What follows belongs to an exercise in optimizing a design on an open flow for small area; a production flow would make more cautious choices. The RTL was checked by simulation tests, not by an equivalence proof against the original design. Power is estimated from default activity; no workload was simulated.

// conv_sample_mem
module conv_sample_mem (
  input  logic                    clk,
  input  logic                    rst,
  input  logic                    ena,
  input  logic                    wr,
  input  logic                    rd,
  input  conv_mem_pkg::pix_addr_t addr,
  input  conv_mem_pkg::pixel_t    pixel,
  output conv_mem_pkg::window_t   window,
  output logic                    window_valid,
  output logic                    ack
);
  logic       wr1, rd1;
  logic [7:0] addr1;
  logic [3:0] pix1;
  always_ff @(posedge clk) begin
    wr1   <= ena & wr & ~rst;
    rd1   <= ena & rd & ~wr & ~rst;
    addr1 <= addr;
    pix1  <= pixel;
  end
  logic       rd2;
  logic [7:0] addr2;
  always_ff @(posedge clk) begin
    rd2   <= rd1 & ~rst;
    addr2 <= addr1;
  end
  logic [15:0] hi_n, lo_n;
  logic [255:0] we;
  logic [3:0] img [256];
  for (genvar j = 0; j < 16; j++) begin : g_pre
    assign hi_n[j] = ~(wr1 & (addr1[7:4] == 4'(j)));
    assign lo_n[j] = ~(addr1[3:0] == 4'(j));
  end
  for (genvar a = 0; a < 256; a++) begin : g_word
    cell_nor2 u_we (.a(hi_n[a / 16]), .b(lo_n[a % 16]), .y(we[a]));
    always_ff @(posedge clk) begin
      if (we[a]) img[a] <= pix1;
    end
  end
  logic [3:0] col, row;
  assign col = addr2[3:0];
  assign row = addr2[7:4];
  logic [3:0] gq, lt, cy;
  for (genvar k = 0; k < 4; k++) begin : g_gq
    assign gq[k] = (col[3:2] == 2'(k));
    assign lt[k] = (2'(k) < col[1:0]);
    assign cy[k] = lt[k] & gq[3];
  end
  logic [3:0] ns1 [4];
  for (genvar b = 0; b < 4; b++) begin : g_ns1
    for (genvar k = 0; k < 4; k++) begin : g_k
      assign ns1[b][k] = ~(lt[b] ? gq[(k + 3) % 4] : gq[k]);
    end
  end
  logic [3:0] hq [4];
  logic [3:0] ra;
  for (genvar a = 0; a < 4; a++) begin : g_hq
    assign ra[a] = (row[1:0] == 2'(a));
    for (genvar k = 0; k < 4; k++) begin : g_k
      assign hq[a][k] = (row[3:2] == 2'(k)) & ~(2'(a) < row[1:0])
  ...
Size in the first run: about 2,700 cells after synthesis, about 1,000 flip-flops, about 83 I/O pins, about 40,000 um^2 of cells after synthesis.
==> flow/config.mk <==
export PLATFORM = sky130hd
export DESIGN_NAME = conv_sample_mem
export DESIGN_NICKNAME = conv_sample_mem
export VERILOG_FILES = /design/flow/design.v
export SDC_FILE = /design/flow/constraint.sdc
export NUM_CORES = 4
export LEC_CHECK = 0
export CAP_MARGIN = 20
export CORE_MARGIN = 2
export CORE_UTILIZATION = 65
export CTS_CLUSTER_DIAMETER = 80
export CTS_CLUSTER_SIZE = 30
export PLACE_DENSITY = 0.8
export SETUP_SLACK_MARGIN = 0.25
export SLEW_MARGIN = 20
export SYNTH_HIERARCHICAL = 1
==> flow/constraint.sdc <==
create_clock -name core_clock -period 6.0 [get_ports {clk}]
set_input_delay 1.2000 -clock core_clock [delete_from_list [all_inputs] [get_ports {clk}]]
set_output_delay 1.2000 -clock core_clock [all_outputs]
set_load 0.01 [all_outputs]
standard.sh (not shown) runs the stock make flow with config.mk's settings and CLKGATE_MAP_FILE= SYNTH_SCRIPT=/design/flow/synth_recipe.tcl, a recipe that flattens the netlist after the stock synthesis.
==> flow/flow/run.sh <==
#!/bin/bash
# The standard layout (standard synthesis unchanged), except that the
# port buffers are plain buf_2 cells instead of the delay buffer that
# buffer_ports picks by default, and that clock tree synthesis uses clkbuf_8
# cells in smaller clusters (at most 18 sinks, 60 um) and inserts no dummy
# loads. make's full output goes to flow_make.log.
set -euo pipefail
cd "$(dirname "$0")/.."
bash standard.sh "BUFFER_PORTS_ARGS=-buffer_cell sky130_fd_sc_hd__buf_2" \
  "CTS_ARGS=-sink_clustering_enable -repair_clock_nets -sink_clustering_size 18 -sink_clustering_max_diameter 60 -buf_list sky130_fd_sc_hd__clkbuf_8 -dont_use_dummy_load" \
  finish > flow_make.log 2>&1
The baseline went through all stages and came out clean.
Then changed:
==> flow/flow/run.sh (replaced) <==
#!/bin/bash
# The standard layout (standard synthesis unchanged), except that the
# port buffers are plain buf_2 cells instead of the delay buffer that
# buffer_ports picks by default. make's full output goes to flow_make.log.
set -euo pipefail
cd "$(dirname "$0")/.."
bash standard.sh "BUFFER_PORTS_ARGS=-buffer_cell sky130_fd_sc_hd__buf_2" finish > flow_make.log 2>&1
Settings changed: CORE_UTILIZATION 65 to 75, PLACE_DENSITY 0.8 to 0.9.
The changed run went through all stages and came out clean.
Register-to-register slack loses 0.02 ns.
Utilization rose by 11 points.
Via count rose by a few percent.
Routed wire length rose by a few percent.
Non-clock buffer count rose by 6.
Clock power rose by about a fifth.
Setup slack loses 0.021 ns.

---

== garnet ==
conv_sample_mem again, from the RTL that the note above started with.
clock: 6.0 ns
lec_check: 0
cap_margin: 20
core_margin: 2
core_utilization: 65
cts_cluster_diameter: 80
cts_cluster_size: 30
place_density: 0.8
setup_slack_margin: 0.25
slew_margin: 20
synth_hierarchical: 1
==> flow/flow/run.sh <==
#!/bin/bash
# The standard layout (standard synthesis unchanged), except that the
# port buffers are plain buf_1 cells instead of the delay buffer that
# buffer_ports picks by default, and that clock tree synthesis inserts no
# dummy loads (same clustering as config.mk's CTS_CLUSTER_* settings).
# make's full output goes to flow_make.log.
set -euo pipefail
cd "$(dirname "$0")/.."
bash standard.sh "BUFFER_PORTS_ARGS=-buffer_cell sky130_fd_sc_hd__buf_1" \
  "CTS_ARGS=-sink_clustering_enable -repair_clock_nets -sink_clustering_size 30 -sink_clustering_max_diameter 80 -dont_use_dummy_load" \
  finish > flow_make.log 2>&1
Edits applied to the flow inputs when going from garnet to willow:
Settings: GPL_ROUTABILITY_DRIVEN: unset -> 0.
==> flow/flow/run.sh <==
#!/bin/bash
# The standard layout (standard synthesis unchanged), except that the
# port buffers are plain buf_2 cells instead of the delay buffer that
# buffer_ports picks by default, and that clock tree synthesis inserts no
# dummy loads (same clustering as config.mk's CTS_CLUSTER_* settings).
# make's full output goes to flow_make.log.
set -euo pipefail
cd "$(dirname "$0")/.."
bash standard.sh "BUFFER_PORTS_ARGS=-buffer_cell sky130_fd_sc_hd__buf_2" \
  "CTS_ARGS=-sink_clustering_enable -repair_clock_nets -sink_clustering_size 30 -sink_clustering_max_diameter 80 -dont_use_dummy_load" \
  finish > flow_make.log 2>&1
Notes after the runs:
Summary of willow over garnet: peak supply drop lower; via count of the first global-routing pass went down about 0.3%; share of cell area taken by multi-input logic gates held. As of willow, power per standard cell area had fallen slightly compared to garnet. Min number of instances resized during post-cts repair across willow and garnet: garnet. willow: critical path depth 1 above garnet. On non-clock buffer count, the higher figure sits with garnet, not willow. Across both runs, clock group power was lower for willow than for garnet. Cell area across willow and garnet: no real change. Of willow and garnet, garnet shows the higher first-pass GRT wire length, with willow below it.
What fjord does differently from willow at the input level:
Settings: a change of SLEW_MARGIN from 20 to 5; a change of CAP_MARGIN from 20 to 5; a deleted GPL_ROUTABILITY_DRIVEN that had been 0.
--- outcome ---
Looking at the reports, fjord completed the entire flow and the layout it produced met the timing, design-rule and antenna checks.
Number of buffers inserted by hold repair at cts came out exactly the same in fjord and willow.
willow -> fjord: sequential share of layout area flat
Share of total power in combinational logic: fjord < willow
[compare] base=willow new=fjord: proportion of power drawn by the clock network picked up an extra 0.2 points; overall power after layout neither gained nor lost much.
diff inputs: fjord => delta
Settings: a change of PLACE_DENSITY from 0.8 to 0.7; a change of SLEW_MARGIN from 5 to 20; a change of SETUP_SLACK_MARGIN from 0.25 to 0.2; a change of CORE_UTILIZATION from 65 to 60; a change of CAP_MARGIN from 5 to 20.
==> flow/flow/run.sh <==
#!/bin/bash
# The standard layout (standard synthesis unchanged), except that the
# port buffers are plain buf_2 cells instead of the delay buffer that
# buffer_ports picks by default. make's full output goes to flow_make.log.
set -euo pipefail
cd "$(dirname "$0")/.."
bash standard.sh "BUFFER_PORTS_ARGS=-buffer_cell sky130_fd_sc_hd__buf_2" finish > flow_make.log 2>&1
==> run summary <==
Diff delta..fjord | number of buffers inserted by hold repair at cts | unchanged. Total stage count of the critical path ends up higher on fjord. In delta relative to fjord, vias per cell had gone down by a few percent.
Input-level comparison between harbor and delta:
Settings: changing CORE_UTILIZATION from 60 to 65; changing SETUP_SLACK_MARGIN from 0.2 to 0.25; changing PLACE_DENSITY from 0.7 to 0.8.
==> flow/flow/run.sh <==
#!/bin/bash
# The standard layout (standard synthesis unchanged), except that the
# port buffers are plain buf_2 cells instead of the delay buffer that
# buffer_ports picks by default, and that clock tree synthesis inserts no
# dummy loads (same clustering as config.mk's CTS_CLUSTER_* settings).
# make's full output goes to flow_make.log.
set -euo pipefail
cd "$(dirname "$0")/.."
bash standard.sh "BUFFER_PORTS_ARGS=-buffer_cell sky130_fd_sc_hd__buf_2" \
  "CTS_ARGS=-sink_clustering_enable -repair_clock_nets -sink_clustering_size 30 -sink_clustering_max_diameter 80 -dont_use_dummy_load" \
  finish > flow_make.log 2>&1
Findings:
harbor ends up with a final critical delay including setup and external delays that is 0.063 ns lower than in delta. Compared to delta, harbor shows a wider setup margin. In the flow results for delta and harbor, the number of cells on the worst hold path is smaller on delta. For harbor, the last element of the critical path was window[28], unlike delta, where it was window[14]. In harbor, final clock period utilization by the worst path is lower than in delta. Lower share of total power consumed by net switching goes to harbor over delta. On finished layout cell area: between delta and harbor, it ends up lower for harbor. Going from delta to harbor, the sum of buffers and inverters on the critical path was found to have gone down by 1. harbor: global-route usage higher than delta. Going from delta to harbor, count of cells resized by post-cts repair shrinks by 9.

## port drivers added, routing unchanged
The results above use ideal ports. As a check the final layouts listed here were re-extracted and re-timed, cells and wires unchanged.
Step 1 (the two cells are an assumption about what drives the block):
set clk [get_ports {clk}]
set_driving_cell -lib_cell sky130_fd_sc_hd__clkbuf_16 $clk
set_driving_cell -lib_cell sky130_fd_sc_hd__buf_2 [delete_from_list [all_inputs] $clk]
Step 2, shift: input delay + t, output delay - t, t = (earliest + latest rising clock arrival at the registers) / 2. This alone moves slack from input paths to output paths.
Slacks: no drivers / after step 1 / after step 2; pairs: no drivers / after step 1.
| run | shift t [ns] | slack for setup (ns) | clock arrival spread, ns | pins driven straight from the clock port |
|---|---|---|---|---|
| the first run of note 1 | 0.736 | 0.177 / 0.119 / 0.855 | 0.067 / 0.067 | 1 |
| the second run of note 1 | 0.682 | 0.156 / 0.093 / 0.775 | 0.037 / 0.036 | 1 |
| garnet | 0.667 | 0.153 / 0.088 / 0.756 | 0.061 / 0.061 | 1 |
| willow | 0.674 | 0.115 / 0.050 / 0.724 | 0.042 / 0.042 | 1 |
| fjord | 0.670 | 0.168 / 0.105 / 0.776 | 0.057 / 0.057 | 1 |
| delta | 0.670 | 0.130 / 0.067 / 0.737 | 0.037 / 0.036 | 1 |
| harbor | 0.674 | 0.194 / 0.129 / 0.803 | 0.060 / 0.060 | 1 |
After both steps every run listed still meets setup and hold.
